What follows belongs to an exercise in optimizing a design on an open flow for a short achievable clock period and few clock cycles per item; a production flow would make more cautious choices. Only simulation tests tie the RTL to the original design; equivalence was not proved. No activity file was given, so power comes from the tool's default toggle rates.

===== flow/design.v =====
module fme_halfpel_win #(
  parameter int PIX_W = 8,
  parameter int REF_W = 16,
  parameter int REF_H = 16
) (
  input  logic                         clk,
  input  logic                         rst,
  input  logic                         start,
  input  logic [$clog2(REF_W)-1:0]     cx,
  input  logic [$clog2(REF_H)-1:0]     cy,
  output logic                         rd_en,
  output logic [$clog2(REF_W*REF_H)-1:0] rd_addr,
  input  logic [PIX_W-1:0]             rd_data,
  output logic                         busy,
  output logic                         done,
  output logic [9*PIX_W-1:0]           half
);
  localparam int HVW = 21;    
  localparam int HW  = 15;    
  localparam int SHW = 11;    
  localparam logic [2:0] W_0 = 3'd0, W_P1 = 3'd1, W_M4 = 3'd2, W_M5 = 3'd3,
                         W_16 = 3'd4, W_20 = 3'd5, W_36 = 3'd6;
  function automatic logic [6:0] axis_cls(input logic [3:0] c, input logic [3:0] p);
    logic [2:0] w0, w1;
    logic [4:0] d;
    w0 = W_0;
    w1 = W_0;
    if (c < 4'd3 && p == 4'd0) begin
      case (c)
        4'd0:    begin w0 = W_36; w1 = W_16; end
        4'd1:    begin w0 = W_16; w1 = W_M4; end
        default: begin w0 = W_M4; w1 = W_P1; end
      endcase
    end else if (c > 4'd12 && p == 4'd15) begin
      case (c)
        4'd15:   begin w0 = W_16; w1 = W_36; end
        4'd14:   begin w0 = W_M4; w1 = W_16; end
        default: begin w0 = W_P1; w1 = W_M4; end
      endcase
    end else begin
      d = {1'b0, p} - {1'b0, c} + 5'd3;
      case (d)
        5'd0: begin w0 = W_P1; w1 = W_0;  end
        5'd1: begin w0 = W_M5; w1 = W_P1; end
        5'd2: begin w0 = W_20; w1 = W_M5; end
        5'd3: begin w0 = W_20; w1 = W_20; end
        5'd4: begin w0 = W_M5; w1 = W_20; end
        5'd5: begin w0 = W_P1; w1 = W_M5; end
        5'd6: begin w0 = W_0;  w1 = W_P1; end
        default: begin w0 = W_0; w1 = W_0; end
      endcase
    end
    axis_cls = {w0, w1, (p == c)};
  endfunction
  function automatic logic [9:0] wterms(input logic [2:0] w);
    case (w)
      W_P1:    wterms = {1'b1, 1'b0, 3'd0, 1'b0, 1'b0, 3'd0};
      W_M4:    wterms = {1'b1, 1'b1, 3'd2, 1'b0, 1'b0, 3'd0};
      W_M5:    wterms = {1'b1, 1'b1, 3'd2, 1'b1, 1'b1, 3'd0};
      W_16:    wterms = {1'b1, 1'b0, 3'd4, 1'b0, 1'b0, 3'd0};
      W_20:    wterms = {1'b1, 1'b0, 3'd4, 1'b1, 1'b0, 3'd2};
      W_36:    wterms = {1'b1, 1'b0, 3'd5, 1'b1, 1'b0, 3'd2};
      default: wterms = '0;
    endcase
  endfunction
  function automatic logic [SHW:0] tsel(input logic en, input logic neg, input logic [3:0] sh);
    logic [SHW-1:0] oh;
    oh = '0;
    for (int s = 0; s < SHW; s++)
      if (en && sh == 4'(s)) oh[s] = 1'b1;
    tsel = {en & neg, oh};
  endfunction
  function automatic logic [4*(SHW+1)-1:0] prod_sel(input logic [2:0] a, input logic [2:0] b);
    logic [9:0] ta, tb;
    ta = wterms(a);
    tb = wterms(b);
    prod_sel = {tsel(ta[9] & tb[9], ta[8] ^ tb[8], {1'b0, ta[7:5]} + {1'b0, tb[7:5]}),
                tsel(ta[9] & tb[4], ta[8] ^ tb[3], {1'b0, ta[7:5]} + {1'b0, tb[2:0]}),
                tsel(ta[4] & tb[9], ta[3] ^ tb[8], {1'b0, ta[2:0]} + {1'b0, tb[7:5]}),
                tsel(ta[4] & tb[4], ta[3] ^ tb[3], {1'b0, ta[2:0]} + {1'b0, tb[2:0]})};
  endfunction
  function automatic logic [2*(SHW+1)-1:0] lin_sel(input logic en, input logic [2:0] a);
    logic [9:0] ta;
    ta = wterms(a);
    lin_sel = {tsel(en & ta[9], ta[8], {1'b0, ta[7:5]}),
               tsel(en & ta[4], ta[3], {1'b0, ta[2:0]})};
  endfunction
  logic              busy_q, rd_en_q, done_q;
  logic [3:0]        X, Y;       
  logic [3:0]        xq, yq;     
  logic              px, py;     
  logic [3:0]        xlo, xhi, ylo, yhi;
  logic              upx, upy;   
  logic [3:0]        ex0, ex1, ey0, ey1;
  logic              row_end, last_rd;
  logic              a_v, a_l, m_v, m_l;
  assign xlo = (X < 4'd3)  ? 4'd0  : X - 4'd3;
  assign xhi = (X > 4'd12) ? 4'd15 : X + 4'd3;
  assign ylo = (Y < 4'd3)  ? 4'd0  : Y - 4'd3;
  assign yhi = (Y > 4'd12) ? 4'd15 : Y + 4'd3;
  assign upx = (X >= 4'd3);
  assign upy = (Y >= 4'd3);
  assign ex0 = upx ? xhi : xlo;
  assign ex1 = upx ? xlo : xhi;
  assign ey0 = upy ? yhi : ylo;
  assign ey1 = upy ? ylo : yhi;
  assign row_end = px && (xq == ex1);
  assign last_rd = row_end && py && (yq == ey1);
  always_ff @(posedge clk or negedge rst) begin
    if (!rst) begin
      busy_q  <= 1'b0;
      rd_en_q <= 1'b0;
      done_q  <= 1'b0;
      a_v     <= 1'b0;
      a_l     <= 1'b0;
      m_l     <= 1'b0;
      m_v     <= 1'b0;
    end else begin
      done_q <= m_l;
      if (!busy_q) begin
        busy_q  <= start;
        rd_en_q <= start;
      end else begin
        if (m_l) busy_q <= 1'b0;
        if (rd_en_q && last_rd) rd_en_q <= 1'b0;
      end
      a_v <= rd_en_q;
      a_l <= rd_en_q && last_rd;
      m_l <= a_l;
      m_v <= a_v;
    end
  end
  logic [3:0] xq_d, yq_d;
  logic       px_d, py_d;
  always_comb begin
    xq_d = xq;
    yq_d = yq;
    px_d = px;
    py_d = py;
    if (!busy_q) begin
      xq_d = cx;
      yq_d = cy;
      px_d = 1'b0;
      py_d = 1'b0;
    end else if (rd_en_q) begin
      if (!px) begin
        if (xq == ex0) begin
          xq_d = upx ? X - 4'd1 : X + 4'd1;
          px_d = 1'b1;
        end else begin
          xq_d = upx ? xq + 4'd1 : xq - 4'd1;
        end
      end else if (!row_end) begin
        xq_d = upx ? xq - 4'd1 : xq + 4'd1;
      end else begin
        xq_d = X;
        px_d = 1'b0;
        if (!py) begin
          if (yq == ey0) begin
            yq_d = upy ? Y - 4'd1 : Y + 4'd1;
            py_d = 1'b1;
          end else begin
            yq_d = upy ? yq + 4'd1 : yq - 4'd1;
          end
        end else begin
          yq_d = upy ? yq - 4'd1 : yq + 4'd1;
        end
      end
    end
  end
  logic [7:0] ra_q;
  always_ff @(posedge clk) begin
    if (!busy_q) begin
      X <= cx;
      Y <= cy;
    end
    xq   <= xq_d;
    yq   <= yq_d;
    px   <= px_d;
    py   <= py_d;
    ra_q <= (busy_q ? (rd_en_q && !last_rd) : start) ? {yq_d, xq_d} : '0;
  end
  logic [6:0] ccls, rcls;    
  always_ff @(posedge clk) begin
    ccls <= axis_cls(X, xq);
    rcls <= axis_cls(Y, yq);
  end
  function automatic logic wneg(input logic [2:0] w);
    wneg = (w == W_M4) || (w == W_M5);
  endfunction
  function automatic logic [3:0] prod_en(input logic [2:0] a, input logic [2:0] b);
    logic [9:0] ta, tb;
    ta = wterms(a);
    tb = wterms(b);
    prod_en = {ta[9] & tb[9], ta[9] & tb[4], ta[4] & tb[9], ta[4] & tb[4]};
  endfunction
  function automatic logic [1:0] lin_en(input logic en, input logic [2:0] a);
    logic [9:0] ta;
    ta = wterms(a);
    lin_en = {en & ta[9], en & ta[4]};
  endfunction
  logic [4*(SHW+1)-1:0] s_hv [4];    
  logic [2*(SHW+1)-1:0] s_l  [4];    
  logic [PIX_W-1:0]     p_hv [4];
  logic [PIX_W-1:0]     p_l  [4];
  logic [PIX_W-1:0]     pc_q;
  logic [2:0]           wh [4][2];   
  logic [2:0]           wl [4];      
  logic [3:0]           en_hv [4];
  logic [1:0]           en_l [4];
  logic [PIX_W-1:0]     d_hv [4], d_l [4];
  always_comb begin
    wh[0][0] = ccls[6:4]; wh[0][1] = rcls[6:4];
    wh[1][0] = ccls[3:1]; wh[1][1] = rcls[6:4];
    wh[2][0] = ccls[6:4]; wh[2][1] = rcls[3:1];
    wh[3][0] = ccls[3:1]; wh[3][1] = rcls[3:1];
    wl[0] = ccls[6:4];
    wl[1] = ccls[3:1];
    wl[2] = rcls[6:4];
    wl[3] = rcls[3:1];
    for (int k = 0; k < 4; k++) begin
      en_hv[k] = prod_en(wh[k][0], wh[k][1]);
      d_hv[k]  = rd_data ^ {PIX_W{wneg(wh[k][0]) ^ wneg(wh[k][1])}};
      en_l[k]  = lin_en((k < 2) ? rcls[0] : ccls[0], wl[k]);
      d_l[k]   = rd_data ^ {PIX_W{wneg(wl[k])}};
    end
  end
  always_ff @(posedge clk) begin
    for (int k = 0; k < 4; k++) begin
      p_hv[k] <= (|en_hv[k]) ? d_hv[k] : '0;
      p_l[k]  <= (|en_l[k])  ? d_l[k]  : '0;
      s_hv[k] <= prod_sel(wh[k][0], wh[k][1]);
      s_l[k]  <= lin_sel((k < 2) ? rcls[0] : ccls[0], wl[k]);
    end
    if (a_v && ccls[0] && rcls[0]) pc_q <= rd_data;
  end
  function automatic logic [2:0] clamp_cls(input logic [3:0] c);
    if (c < 4'd3)       clamp_cls = 3'(c);
    else if (c > 4'd12) clamp_cls = 3'(c - 4'd9);
    else                clamp_cls = 3'd3;
  endfunction
  function automatic logic [20:0] init_hv00(input logic [6:0] xo, input logic [6:0] yo);
    init_hv00 = ({21{xo[0] & yo[0]}} & 21'd2003314)
      | ({21{xo[0] & yo[1]}} & 21'd2003314)
      | ({21{xo[0] & yo[2]}} & 21'd1960474)
      | ({21{xo[0] & yo[3]}} & 21'd1949764)
      | ({21{xo[0] & yo[4]}} & 21'd1949764)
      | ({21{xo[0] & yo[5]}} & 21'd1960474)
      | ({21{xo[0] & yo[6]}} & 21'd2003314)
      | ({21{xo[1] & yo[0]}} & 21'd2003314)
      | ({21{xo[1] & yo[1]}} & 21'd2003314)
      | ({21{xo[1] & yo[2]}} & 21'd1960474)
      | ({21{xo[1] & yo[3]}} & 21'd1949764)
      | ({21{xo[1] & yo[4]}} & 21'd1949764)
      | ({21{xo[1] & yo[5]}} & 21'd1960474)
      | ({21{xo[1] & yo[6]}} & 21'd2003314)
      | ({21{xo[2] & yo[0]}} & 21'd1960474)
      | ({21{xo[2] & yo[1]}} & 21'd1960474)
      | ({21{xo[2] & yo[2]}} & 21'd1909474)
      | ({21{xo[2] & yo[3]}} & 21'd1896724)
      | ({21{xo[2] & yo[4]}} & 21'd1896724)
      | ({21{xo[2] & yo[5]}} & 21'd1909474)
      | ({21{xo[2] & yo[6]}} & 21'd1960474)
      | ({21{xo[3] & yo[0]}} & 21'd1949764)
      | ({21{xo[3] & yo[1]}} & 21'd1949764)
      | ({21{xo[3] & yo[2]}} & 21'd1896724)
      | ({21{xo[3] & yo[3]}} & 21'd1883464)
      | ({21{xo[3] & yo[4]}} & 21'd1883464)
      | ({21{xo[3] & yo[5]}} & 21'd1896724)
      | ({21{xo[3] & yo[6]}} & 21'd1949764)
      | ({21{xo[4] & yo[0]}} & 21'd1949764)
      | ({21{xo[4] & yo[1]}} & 21'd1949764)
      | ({21{xo[4] & yo[2]}} & 21'd1896724)
      | ({21{xo[4] & yo[3]}} & 21'd1883464)
      | ({21{xo[4] & yo[4]}} & 21'd1883464)
      | ({21{xo[4] & yo[5]}} & 21'd1896724)
      | ({21{xo[4] & yo[6]}} & 21'd1949764)
      | ({21{xo[5] & yo[0]}} & 21'd1960474)
      | ({21{xo[5] & yo[1]}} & 21'd1960474)
      | ({21{xo[5] & yo[2]}} & 21'd1909474)
      | ({21{xo[5] & yo[3]}} & 21'd1896724)
      | ({21{xo[5] & yo[4]}} & 21'd1896724)
      | ({21{xo[5] & yo[5]}} & 21'd1909474)
      | ({21{xo[5] & yo[6]}} & 21'd1960474)
      | ({21{xo[6] & yo[0]}} & 21'd2003314)
      | ({21{xo[6] & yo[1]}} & 21'd2003314)
      | ({21{xo[6] & yo[2]}} & 21'd1960474)
      | ({21{xo[6] & yo[3]}} & 21'd1949764)
      | ({21{xo[6] & yo[4]}} & 21'd1949764)
      | ({21{xo[6] & yo[5]}} & 21'd1960474)
      | ({21{xo[6] & yo[6]}} & 21'd2003314);
  endfunction
  function automatic logic [20:0] init_hv10(input logic [6:0] xo, input logic [6:0] yo);
    init_hv10 = ({21{xo[0] & yo[0]}} & 21'd2003314)
      | ({21{xo[0] & yo[1]}} & 21'd2003314)
      | ({21{xo[0] & yo[2]}} & 21'd1960474)
      | ({21{xo[0] & yo[3]}} & 21'd1949764)
      | ({21{xo[0] & yo[4]}} & 21'd1949764)
      | ({21{xo[0] & yo[5]}} & 21'd1960474)
      | ({21{xo[0] & yo[6]}} & 21'd2003314)
      | ({21{xo[1] & yo[0]}} & 21'd1960474)
      | ({21{xo[1] & yo[1]}} & 21'd1960474)
      | ({21{xo[1] & yo[2]}} & 21'd1909474)
      | ({21{xo[1] & yo[3]}} & 21'd1896724)
      | ({21{xo[1] & yo[4]}} & 21'd1896724)
      | ({21{xo[1] & yo[5]}} & 21'd1909474)
      | ({21{xo[1] & yo[6]}} & 21'd1960474)
      | ({21{xo[2] & yo[0]}} & 21'd1949764)
      | ({21{xo[2] & yo[1]}} & 21'd1949764)
      | ({21{xo[2] & yo[2]}} & 21'd1896724)
      | ({21{xo[2] & yo[3]}} & 21'd1883464)
      | ({21{xo[2] & yo[4]}} & 21'd1883464)
      | ({21{xo[2] & yo[5]}} & 21'd1896724)
      | ({21{xo[2] & yo[6]}} & 21'd1949764)
      | ({21{xo[3] & yo[0]}} & 21'd1949764)
      | ({21{xo[3] & yo[1]}} & 21'd1949764)
      | ({21{xo[3] & yo[2]}} & 21'd1896724)
      | ({21{xo[3] & yo[3]}} & 21'd1883464)
      | ({21{xo[3] & yo[4]}} & 21'd1883464)
      | ({21{xo[3] & yo[5]}} & 21'd1896724)
      | ({21{xo[3] & yo[6]}} & 21'd1949764)
      | ({21{xo[4] & yo[0]}} & 21'd1960474)
      | ({21{xo[4] & yo[1]}} & 21'd1960474)
      | ({21{xo[4] & yo[2]}} & 21'd1909474)
      | ({21{xo[4] & yo[3]}} & 21'd1896724)
      | ({21{xo[4] & yo[4]}} & 21'd1896724)
      | ({21{xo[4] & yo[5]}} & 21'd1909474)
      | ({21{xo[4] & yo[6]}} & 21'd1960474)
      | ({21{xo[5] & yo[0]}} & 21'd2003314)
      | ({21{xo[5] & yo[1]}} & 21'd2003314)
      | ({21{xo[5] & yo[2]}} & 21'd1960474)
      | ({21{xo[5] & yo[3]}} & 21'd1949764)
      | ({21{xo[5] & yo[4]}} & 21'd1949764)
      | ({21{xo[5] & yo[5]}} & 21'd1960474)
      | ({21{xo[5] & yo[6]}} & 21'd2003314)
      | ({21{xo[6] & yo[0]}} & 21'd2003314)
      | ({21{xo[6] & yo[1]}} & 21'd2003314)
      | ({21{xo[6] & yo[2]}} & 21'd1960474)
      | ({21{xo[6] & yo[3]}} & 21'd1949764)
      | ({21{xo[6] & yo[4]}} & 21'd1949764)
      | ({21{xo[6] & yo[5]}} & 21'd1960474)
      | ({21{xo[6] & yo[6]}} & 21'd2003314);
  endfunction
  function automatic logic [20:0] init_hv01(input logic [6:0] xo, input logic [6:0] yo);
    init_hv01 = ({21{xo[0] & yo[0]}} & 21'd2003314)
      | ({21{xo[0] & yo[1]}} & 21'd1960474)
      | ({21{xo[0] & yo[2]}} & 21'd1949764)
      | ({21{xo[0] & yo[3]}} & 21'd1949764)
      | ({21{xo[0] & yo[4]}} & 21'd1960474)
      | ({21{xo[0] & yo[5]}} & 21'd2003314)
      | ({21{xo[0] & yo[6]}} & 21'd2003314)
      | ({21{xo[1] & yo[0]}} & 21'd2003314)
      | ({21{xo[1] & yo[1]}} & 21'd1960474)
      | ({21{xo[1] & yo[2]}} & 21'd1949764)
      | ({21{xo[1] & yo[3]}} & 21'd1949764)
      | ({21{xo[1] & yo[4]}} & 21'd1960474)
      | ({21{xo[1] & yo[5]}} & 21'd2003314)
      | ({21{xo[1] & yo[6]}} & 21'd2003314)
      | ({21{xo[2] & yo[0]}} & 21'd1960474)
      | ({21{xo[2] & yo[1]}} & 21'd1909474)
      | ({21{xo[2] & yo[2]}} & 21'd1896724)
      | ({21{xo[2] & yo[3]}} & 21'd1896724)
      | ({21{xo[2] & yo[4]}} & 21'd1909474)
      | ({21{xo[2] & yo[5]}} & 21'd1960474)
      | ({21{xo[2] & yo[6]}} & 21'd1960474)
      | ({21{xo[3] & yo[0]}} & 21'd1949764)
      | ({21{xo[3] & yo[1]}} & 21'd1896724)
      | ({21{xo[3] & yo[2]}} & 21'd1883464)
      | ({21{xo[3] & yo[3]}} & 21'd1883464)
      | ({21{xo[3] & yo[4]}} & 21'd1896724)
      | ({21{xo[3] & yo[5]}} & 21'd1949764)
      | ({21{xo[3] & yo[6]}} & 21'd1949764)
      | ({21{xo[4] & yo[0]}} & 21'd1949764)
      | ({21{xo[4] & yo[1]}} & 21'd1896724)
      | ({21{xo[4] & yo[2]}} & 21'd1883464)
      | ({21{xo[4] & yo[3]}} & 21'd1883464)
      | ({21{xo[4] & yo[4]}} & 21'd1896724)
      | ({21{xo[4] & yo[5]}} & 21'd1949764)
      | ({21{xo[4] & yo[6]}} & 21'd1949764)
      | ({21{xo[5] & yo[0]}} & 21'd1960474)
      | ({21{xo[5] & yo[1]}} & 21'd1909474)
      | ({21{xo[5] & yo[2]}} & 21'd1896724)
      | ({21{xo[5] & yo[3]}} & 21'd1896724)
      | ({21{xo[5] & yo[4]}} & 21'd1909474)
      | ({21{xo[5] & yo[5]}} & 21'd1960474)
      | ({21{xo[5] & yo[6]}} & 21'd1960474)
      | ({21{xo[6] & yo[0]}} & 21'd2003314)
      | ({21{xo[6] & yo[1]}} & 21'd1960474)
      | ({21{xo[6] & yo[2]}} & 21'd1949764)
      | ({21{xo[6] & yo[3]}} & 21'd1949764)
      | ({21{xo[6] & yo[4]}} & 21'd1960474)
      | ({21{xo[6] & yo[5]}} & 21'd2003314)
      | ({21{xo[6] & yo[6]}} & 21'd2003314);
  endfunction
  function automatic logic [20:0] init_hv11(input logic [6:0] xo, input logic [6:0] yo);
    init_hv11 = ({21{xo[0] & yo[0]}} & 21'd2003314)
      | ({21{xo[0] & yo[1]}} & 21'd1960474)
      | ({21{xo[0] & yo[2]}} & 21'd1949764)
      | ({21{xo[0] & yo[3]}} & 21'd1949764)
      | ({21{xo[0] & yo[4]}} & 21'd1960474)
      | ({21{xo[0] & yo[5]}} & 21'd2003314)
      | ({21{xo[0] & yo[6]}} & 21'd2003314)
      | ({21{xo[1] & yo[0]}} & 21'd1960474)
      | ({21{xo[1] & yo[1]}} & 21'd1909474)
      | ({21{xo[1] & yo[2]}} & 21'd1896724)
      | ({21{xo[1] & yo[3]}} & 21'd1896724)
      | ({21{xo[1] & yo[4]}} & 21'd1909474)
      | ({21{xo[1] & yo[5]}} & 21'd1960474)
      | ({21{xo[1] & yo[6]}} & 21'd1960474)
      | ({21{xo[2] & yo[0]}} & 21'd1949764)
      | ({21{xo[2] & yo[1]}} & 21'd1896724)
      | ({21{xo[2] & yo[2]}} & 21'd1883464)
      | ({21{xo[2] & yo[3]}} & 21'd1883464)
      | ({21{xo[2] & yo[4]}} & 21'd1896724)
      | ({21{xo[2] & yo[5]}} & 21'd1949764)
      | ({21{xo[2] & yo[6]}} & 21'd1949764)
      | ({21{xo[3] & yo[0]}} & 21'd1949764)
      | ({21{xo[3] & yo[1]}} & 21'd1896724)
      | ({21{xo[3] & yo[2]}} & 21'd1883464)
      | ({21{xo[3] & yo[3]}} & 21'd1883464)
      | ({21{xo[3] & yo[4]}} & 21'd1896724)
      | ({21{xo[3] & yo[5]}} & 21'd1949764)
      | ({21{xo[3] & yo[6]}} & 21'd1949764)
      | ({21{xo[4] & yo[0]}} & 21'd1960474)
      | ({21{xo[4] & yo[1]}} & 21'd1909474)
      | ({21{xo[4] & yo[2]}} & 21'd1896724)
      | ({21{xo[4] & yo[3]}} & 21'd1896724)
      | ({21{xo[4] & yo[4]}} & 21'd1909474)
      | ({21{xo[4] & yo[5]}} & 21'd1960474)
      | ({21{xo[4] & yo[6]}} & 21'd1960474)
      | ({21{xo[5] & yo[0]}} & 21'd2003314)
      | ({21{xo[5] & yo[1]}} & 21'd1960474)
      | ({21{xo[5] & yo[2]}} & 21'd1949764)
      | ({21{xo[5] & yo[3]}} & 21'd1949764)
      | ({21{xo[5] & yo[4]}} & 21'd1960474)
      | ({21{xo[5] & yo[5]}} & 21'd2003314)
      | ({21{xo[5] & yo[6]}} & 21'd2003314)
      | ({21{xo[6] & yo[0]}} & 21'd2003314)
      | ({21{xo[6] & yo[1]}} & 21'd1960474)
      | ({21{xo[6] & yo[2]}} & 21'd1949764)
      | ({21{xo[6] & yo[3]}} & 21'd1949764)
      | ({21{xo[6] & yo[4]}} & 21'd1960474)
      | ({21{xo[6] & yo[5]}} & 21'd2003314)
      | ({21{xo[6] & yo[6]}} & 21'd2003314);
  endfunction
  function automatic logic [2*15-1:0] init_l(input logic [6:0] o);
    init_l = ({30{o[0]}} & {15'd31509, 15'd31509})
      | ({30{o[1]}} & {15'd30489, 15'd31509})
      | ({30{o[2]}} & {15'd30234, 15'd30489})
      | ({30{o[3]}} & {15'd30234, 15'd30234})
      | ({30{o[4]}} & {15'd30489, 15'd30234})
      | ({30{o[5]}} & {15'd31509, 15'd30489})
      | ({30{o[6]}} & {15'd31509, 15'd31509});
  endfunction
  logic [6:0]     xo, yo;        
  logic [4*HVW-1:0] ihv;          
  logic [2*HW-1:0]  ilx, ily;
  assign xo = 7'b1 << clamp_cls(X);
  assign yo = 7'b1 << clamp_cls(Y);
  always_ff @(posedge clk) begin
    ihv <= {init_hv11(xo, yo), init_hv01(xo, yo), init_hv10(xo, yo), init_hv00(xo, yo)};
    ilx <= init_l(xo);
    ily <= init_l(yo);
  end
  logic [HVW-1:0] hv_s [4], hv_c [4];
  logic [HW-1:0]  l_s [4],  l_c [4];    
  logic           m_first;
  logic [HVW-1:0] hv_s0 [4], hv_c0 [4];
  logic [HW-1:0]  l_s0 [4],  l_c0 [4];
  always_ff @(posedge clk or negedge rst) begin
    if (!rst) m_first <= 1'b0;
    else      m_first <= a_v && !m_v;
  end
  always_comb begin
    for (int k = 0; k < 4; k++) begin
      hv_s0[k] = m_first ? ihv[k*HVW +: HVW] : hv_s[k];
      hv_c0[k] = m_first ? '0 : hv_c[k];
      l_s0[k]  = m_first ? ((k < 2) ? ilx[k*HW +: HW] : ily[(k-2)*HW +: HW]) : l_s[k];
      l_c0[k]  = m_first ? '0 : l_c[k];
    end
  end
  logic [HVW-1:0] hv_sn [4], hv_cn [4];
  logic [HW-1:0]  l_sn [4],  l_cn [4];
  for (genvar k = 0; k < 4; k++) begin : g_mac
    fhp_mac4 u_hv (.fs(hv_s0[k]), .fc(hv_c0[k]), .p0(p_hv[k]), .p1(p_hv[k]),
                   .p2(p_hv[k]), .p3(p_hv[k]), .sel(s_hv[k]),
                   .os(hv_sn[k]), .oc(hv_cn[k]));
    fhp_lmac u_l (.fs(l_s0[k]), .fc(l_c0[k]), .p0(p_l[k]), .p1(p_l[k]), .sel(s_l[k]),
                  .os(l_sn[k]), .oc(l_cn[k]));
  end
  always_ff @(posedge clk) begin
    for (int k = 0; k < 4; k++) begin
      hv_s[k] <= hv_sn[k];
      hv_c[k] <= hv_cn[k];
      l_s[k]  <= l_sn[k];
      l_c[k]  <= l_cn[k];
    end
  end
  logic [9*PIX_W-1:0] res_c, half_q;
  logic [PIX_W-1:0] r_hv [4], r_l [4];
  for (genvar k = 0; k < 4; k++) begin : g_fin
    fhp_fin_hv u_fh (.a(hv_s[k]), .b(hv_c[k]), .c(p_hv[k]), .en(m_l),
                     .hold(half_q[PIX_W*(k == 0 ? 0 : k == 1 ? 2 : k == 2 ? 6 : 8) +: PIX_W]),
                     .r(r_hv[k]));
    fhp_fin_l u_fl (.a(l_s[k]), .b(l_c[k]), .en(m_l),
                    .hold(half_q[PIX_W*(k == 0 ? 3 : k == 1 ? 5 : k == 2 ? 1 : 7) +: PIX_W]),
                    .r(r_l[k]));
  end
  always_comb begin
    res_c = '0;
    res_c[0*PIX_W +: PIX_W] = r_hv[0];
    res_c[1*PIX_W +: PIX_W] = r_l[2];
    res_c[2*PIX_W +: PIX_W] = r_hv[1];
    res_c[3*PIX_W +: PIX_W] = r_l[0];
    res_c[4*PIX_W +: PIX_W] = m_l ? pc_q : half_q[4*PIX_W +: PIX_W];
    res_c[5*PIX_W +: PIX_W] = r_l[1];
    res_c[6*PIX_W +: PIX_W] = r_hv[2];
    res_c[7*PIX_W +: PIX_W] = r_l[3];
    res_c[8*PIX_W +: PIX_W] = r_hv[3];
  end
  always_ff @(posedge clk or negedge rst) begin
    if (!rst)     half_q <= '0;
    else          half_q <= res_c;
  end
  assign rd_en   = rd_en_q;
  assign rd_addr = ra_q;
  assign busy    = busy_q;
  assign done    = done_q;
  assign half    = half_q;
endmodule
module fhp_mac4 (
  input  logic [20:0] fs, fc,
  input  logic [7:0]  p0, p1, p2, p3,
  input  logic [47:0] sel,
  output logic [20:0] os, oc
);
  localparam int PIX_W = 8, HVW = 21, HW = 15, SHW = 11;
  function automatic logic [HVW-1:0] term(input logic [PIX_W-1:0] pn, input logic [SHW:0] sel);
    logic [HVW-1:0] t;
    t = '0;
    for (int s = 0; s < SHW; s++)
      if (sel[s]) t = t | (HVW'(pn) << s);
    term = t;
  endfunction
  function automatic logic [2*HVW-1:0] csa(input logic [HVW-1:0] a, b, c, input logic cin);
    logic [HVW-1:0] s, m;
    s = a ^ b ^ c;
    m = (a & b) | (a & c) | (b & c);
    csa = {s, m[HVW-2:0], cin};
  endfunction
  function automatic logic [2*HVW-1:0] mac4(input logic [HVW-1:0] fs, fc,
                                            input logic [PIX_W-1:0] p0, p1, p2, p3,
                                            input logic [4*(SHW+1)-1:0] sel);
    logic [HVW-1:0] t0, t1, t2, t3, s1, c1, s2, c2, s3, c3;
    t0 = term(p0, sel[0*(SHW+1) +: SHW+1]);
    t1 = term(p1, sel[1*(SHW+1) +: SHW+1]);
    t2 = term(p2, sel[2*(SHW+1) +: SHW+1]);
    t3 = term(p3, sel[3*(SHW+1) +: SHW+1]);
    {s1, c1} = csa(t0, t1, t2, 1'b0);
    {s2, c2} = csa(fs, fc, t3, 1'b0);
    {s3, c3} = csa(s1, c1, s2, 1'b0);
    mac4     = csa(s3, c3, c2, 1'b0);
  endfunction
  assign {os, oc} = mac4(fs, fc, p0, p1, p2, p3, sel);
endmodule
module fhp_lmac (
  input  logic [14:0] fs, fc,
  input  logic [7:0]  p0, p1,
  input  logic [23:0] sel,
  output logic [14:0] os, oc
);
  localparam int PIX_W = 8, HVW = 21, HW = 15, SHW = 11;
  function automatic logic [HVW-1:0] term(input logic [PIX_W-1:0] pn, input logic [SHW:0] sel);
    logic [HVW-1:0] t;
    t = '0;
    for (int s = 0; s < SHW; s++)
      if (sel[s]) t = t | (HVW'(pn) << s);
    term = t;
  endfunction
  function automatic logic [2*HVW-1:0] csa(input logic [HVW-1:0] a, b, c, input logic cin);
    logic [HVW-1:0] s, m;
    s = a ^ b ^ c;
    m = (a & b) | (a & c) | (b & c);
    csa = {s, m[HVW-2:0], cin};
  endfunction
  function automatic logic [2*HW-1:0] lmac(input logic [HW-1:0] fs, fc,
                                           input logic [PIX_W-1:0] p0, p1,
                                           input logic [2*(SHW+1)-1:0] sel);
    logic [HVW-1:0] t0, t1, s1, c1, s2, c2;
    t0 = term(p0, sel[0*(SHW+1) +: SHW+1]);
    t1 = term(p1, sel[1*(SHW+1) +: SHW+1]);
    {s1, c1} = csa(HVW'(fs), HVW'(fc), t0, 1'b0);
    {s2, c2} = csa(s1, c1, t1, 1'b0);
    lmac = {s2[HW-1:0], c2[HW-1:0]};
  endfunction
  assign {os, oc} = lmac(fs, fc, p0, p1, sel);
endmodule
module fhp_fin_hv (
  input  logic [20:0] a, b,
  input  logic [7:0]  c,
  input  logic        en,
  input  logic [7:0]  hold,
  output logic [7:0]  r
);
  logic [20:0] u, m, v;
  assign u = a ^ b ^ {13'b0, c};
  assign m = (a & b) | (a & {13'b0, c}) | (b & {13'b0, c});
  assign v = {m[19:0], 1'b0};
  logic [20:0] sum;
  assign sum = u + v;
  assign r = !en ? hold : sum[20] ? 8'd0 : (sum[19] | sum[18]) ? 8'd255 : sum[17:10];
endmodule
module fhp_fin_l (
  input  logic [14:0] a, b,
  input  logic        en,
  input  logic [7:0]  hold,
  output logic [7:0]  r
);
  localparam int PIX_W = 8, HVW = 21, HW = 15;
  function automatic logic [PIX_W-1:0] fin_l(input logic [HW-1:0] a, b);
    logic [HW-1:0] v;
    v = a + b;
    if (v[HW-1])      fin_l = '0;
    else if (v[HW-2]) fin_l = '1;
    else              fin_l = v[12:5];
  endfunction
  assign r = en ? fin_l(a, b) : hold;
endmodule

===== flow/flow/run.sh =====
#!/bin/bash
set -uo pipefail
bash standard.sh SETUP_SLACK_MARGIN=6.7 finish > make.log 2>&1
status=$?
tail -40 make.log
exit $status

===== flow/standard.sh =====
#!/bin/bash
# synth_recipe.tcl (not shown) runs the flow's synth.tcl, then flattens the netlist and writes it again
# the make line also repeats each setting of config.mk as NAME=value (left out here)
make -C /OpenROAD-flow-scripts/flow DESIGN_CONFIG=/design/flow/config.mk WORK_HOME=/design/flow/orfs CLKGATE_MAP_FILE= SYNTH_SCRIPT=/design/flow/synth_recipe.tcl "${@:-finish}"

===== flow/config.mk =====
export PLATFORM = sky130hd
export DESIGN_NAME = fme_halfpel_win
export DESIGN_NICKNAME = fme_halfpel_win
export VERILOG_FILES = /design/flow/design.v
export SDC_FILE = /design/flow/constraint.sdc
export NUM_CORES = 4
export LEC_CHECK = 0
export ABC_CLOCK_PERIOD_IN_PS = 3000
export CAP_MARGIN = 20
export CORE_MARGIN = 2
export CORE_UTILIZATION = 40
export SLEW_MARGIN = 20
export SYNTH_HIERARCHICAL = 1

===== flow/constraint.sdc =====
create_clock -name core_clock -period 9.5 [get_ports {clk}]
set_input_delay 1.9000 -clock core_clock [delete_from_list [all_inputs] [get_ports {clk}]]
set_output_delay 1.9000 -clock core_clock [all_outputs]
set_load 0.01 [all_outputs]

==> notes.md <==
Buffers placed on the I/O ports in this run total 101. Setup repair after global routing could not meet its margin everywhere. The initial core utilization came out at 0.4019. The slowest stage of the critical path is the sky130_fd_sc_hd__dfrtp_1 cell. The number of warning messages in the yosys log came out at 52. The data arrival time of the worst path came out at 1.28 ns. The slew at the pin with the worst max-slew slack came out at 0.9666 ns. The initial detailed-routing violation count came out at 6511. The worst ir drop on vdd came out at 0.0001683 V. The internal cell power is 10.46 mW. The fmax is 314.8 MHz.

The portion of total power attributed to the clock network came out at 0.206. The first detailed-routing pass took 13 iterations. The final-report hold violation count came out at 0.

The clock passes through at most 3 buffers. For the worst setup path, the data required time is 7.60 ns. Among cell families on the critical path, the largest total delay comes from flip-flops. For the final routed database, the setup TNS stands at 0 ns. The run finished with no timing, DRC or antenna violations.

The cell depth of the worst flop-to-flop path is 11. The sink count of the clock tree came out at 747. The shortest period the worst path allows is 3.177 ns. The clock latency on the worst-skew pair is 0.74 ns.

The kind of end point of the critical path is an output port. The register clock-pin slew on the reported worst setup and hold paths is 0.06 ns. The switching share of total power came out at 0.4263. The tightest slew margin relative to the limit came out at 0.3547.

The half-perimeter wire length after detailed placement came out at 122.5 mm. The root buffer cell is sky130_fd_sc_hd__clkbuf_16. For this run, design rule violations remaining after detail routing come to 0. The post-route non-filler standard cell count is 8256. For this run, the slowest stage of the critical path takes 0.39 ns.

The via count of the first global-routing pass was 47.43k. The maximum fanout along the worst path came out at 2. The growth of design area from synthesis to finish came out at 24.47%. The final count of negative-setup-slack endpoints came out at 0. The part of the power in registers is 0.251. The leakage component of the power came out at 28.64 nW. The register cell area after layout came out at 15600 sq um. The number of top-level pins came out at 102. Detailed routing inserted a total of 48.57k vias.

For this run, the total global-route usage over all layers was measured as 0.2684. The maximum number of pins on one net before global-route repair is 50. Summed over all layers, the routed wires come to 195.6 mm. The total power density per cell area came out at 262.2 nW/um^2.

The synthesized instance count came out at 5980. The overall die height came out at 377.8 um. The max-cap violation count came out at 0.

In this run, placement finished with an instance count of 7686. The number of nets still failing antenna checks after routing is 0. The leading cell type in the layout, fill and taps excluded is sky130_fd_sc_hd__a22oi_1. The critical path goes through buf_2.

The first global-routing pass estimated 296.7 mm of wire. TritonCTS built the clock tree. Hold timing on the final database bottoms out at a slack of 0.3511 ns. For the final database, setup skew stands at 0.08218 ns. The total global routing overflow came out at 0. The cell depth of the worst setup path is 1.

Of the cells placed in the final design, the portion with a size suffix greater than 1 is 0.2542. The die outline width came out at 377.8 um. The mean instance size in the synthesized netlist is 9.344 sq um. Of the total power, combinational logic draws 0.543. Row generation in the floorplan step produced 137 rows. The count of cells along the worst hold path is 0. The kind of start point of the critical path is a flop.

The post-detailed-route wirelength per cell came out at 23.70 um. In this run the standard cell core region covers 139000 sq um. The number of nets in the final layout is 7016. The cell area after synthesis came out at 55880 sq um. The classification of the worst setup path is reg2out. The final weighted congestion in routability-driven placement is 1.009. The via count normalized by instance count came out at 5.883. After filler insertion, the fill cell instance count of the layout stands at 12.59k. The sum of buffers and inverters on the critical path came out at 1. TritonCTS created 90 clock buffers.

The die covers 142700 sq um. The classification of the worst-slack hold path is reg2reg. The initial antenna violation count is 6. In the layout the commonest cells are sky130_fd_sc_hd__a22oi_1, sky130_fd_sc_hd__dfxtp_1, sky130_fd_sc_hd__inv_1. The switching power of the nets came out at 7.773 mW. The part of the cycle the worst path needs is 0.3344. The multi-input combinational cells in the finished layout cover a total of 38990 sq um. The clock tree synthesis step divided the H-tree into 3 levels. The number of pins exceeding their max-slew limit in the final report was 0.
## power groups by stage
stage / logic [mW] / registers [mW] / clock network, mW
after floorplan: 6.22 / 4.30 / 0
after global placement: 7.64 / 4.58 / 0
after detailed placement: 7.81 / 4.58 / 0
after CTS: 9.30 / 4.54 / 3.82
after global routing: 11.0 / 4.66 / 3.95
final: 9.90 / 4.57 / 3.76
## layer usage
| metal | part of all wire | GRT usage | up-vias |
|---|---|---|---|
| li1 | - | - | 21650 |
| met1 | 0.42 | 0.3709 | 23780 |
| met2 | 0.44 | 0.3995 | 2619 |
| met3 | 0.089 | 0.05163 | 516 |
| met4 | 0.054 | 0.1328 | 6 |
| met5 | 0.00020 | 0 | - |
## layout make-up
type / instances / share of cell area
Antenna cell: 3 / 0.0001079
Clock buffer: 122 / 0.03675
Clock inverter: 44 / 0.009625
Inverter: 643 / 0.03504
Multi-Input combinational cell: 4264 / 0.5606
Sequential cell: 747 / 0.2243
Tap cell: 1876 / 0.03375
Timing Repair Buffer: 557 / 0.09977
## final timing paths
kind	from	end	slack (ns)
setup reg to reg	m_first$_DFF_PN0_	hv_s[3][17]$_DFF_P_	6.34
setup / recovery	half_q[14]$_DFF_PN0_	half[14]	6.32
min in group asynchronous	rst	half_q[35]$_DFFE_PN0P_	1.19
hold reg to reg	a_l$_DFF_PN0_	m_l$_DFF_PN0_	0.35
hold / removal	a_l$_DFF_PN0_	m_l$_DFF_PN0_	0.35
max in group asynchronous	rst	half_q[17]$_DFF_PN0_	7.16
## stage by stage
step / power (mW) / instance area (sq um) / util / setup slack (ns)
floorplan: 10.52 / 56880 / - / 6.655
global route: 19.65 / 69540 / 0.5002 / 6.270
detailed placement: 12.39 / 57450 / 0.4132 / 5.094
CTS: 17.66 / 66690 / 0.4798 / 6.281
global placement: 12.21 / 57440 / 0.4132 / 4.999
finish: 18.23 / 69550 / 0.5003 / 6.323
## worst register-to-register path: cells and delay by family (launching register included)
family	cells	cell delay [ns]
fa+ha+maj	3	1.52
buf+inv	7	0.76
flops	1	0.53
mux	1	0.33
## state kept, by name, summed over array words and instances (netlist names), 7 cells and up
name,flops
s_hv,148
hv_c,84
hv_s,84
half_q,72
ihv,61
l_c,60
l_s,60
s_l,40
p_hv,32
p_l,32
ilx,9
ily,9
pc_q,8
ra_q,8
ccls,7
rcls,7
## timing repair
action,CTS,global route
cloned,68,8
buffers inserted,205,120
hold buffers,0,0
pin swaps,284,282
setup endpoints to repair,537,474
resized for setup,1144,416
Testbench counts, summed over its fixed seeds: cycles 16,127, items 384.

==> static timing again, ports no longer ideal <==
The results above use ideal ports. As a check the final layout listed here was re-extracted and re-timed, cells and wires unchanged. Step 1 (the two cells are an assumption about what drives the block):
set clk [get_ports {clk}]
set_driving_cell -lib_cell sky130_fd_sc_hd__clkbuf_16 $clk
set_driving_cell -lib_cell sky130_fd_sc_hd__buf_2 [delete_from_list [all_inputs] $clk]
Step 2, shift: input delay + t, output delay - t, t = (earliest + latest rising clock arrival at the registers) / 2. This alone moves slack from input paths to output paths. Three values: ideal, step 1, step 2; two values: the first two.
t, ns: 0.784
setup WS [ns]: 6.323 / 6.245 / 5.921
pins driven straight from the clock port: 1
After both steps setup and hold are still met in this run. The setup slack of this run moves by -0.078 ns with the drivers and by -0.402 ns with both steps.
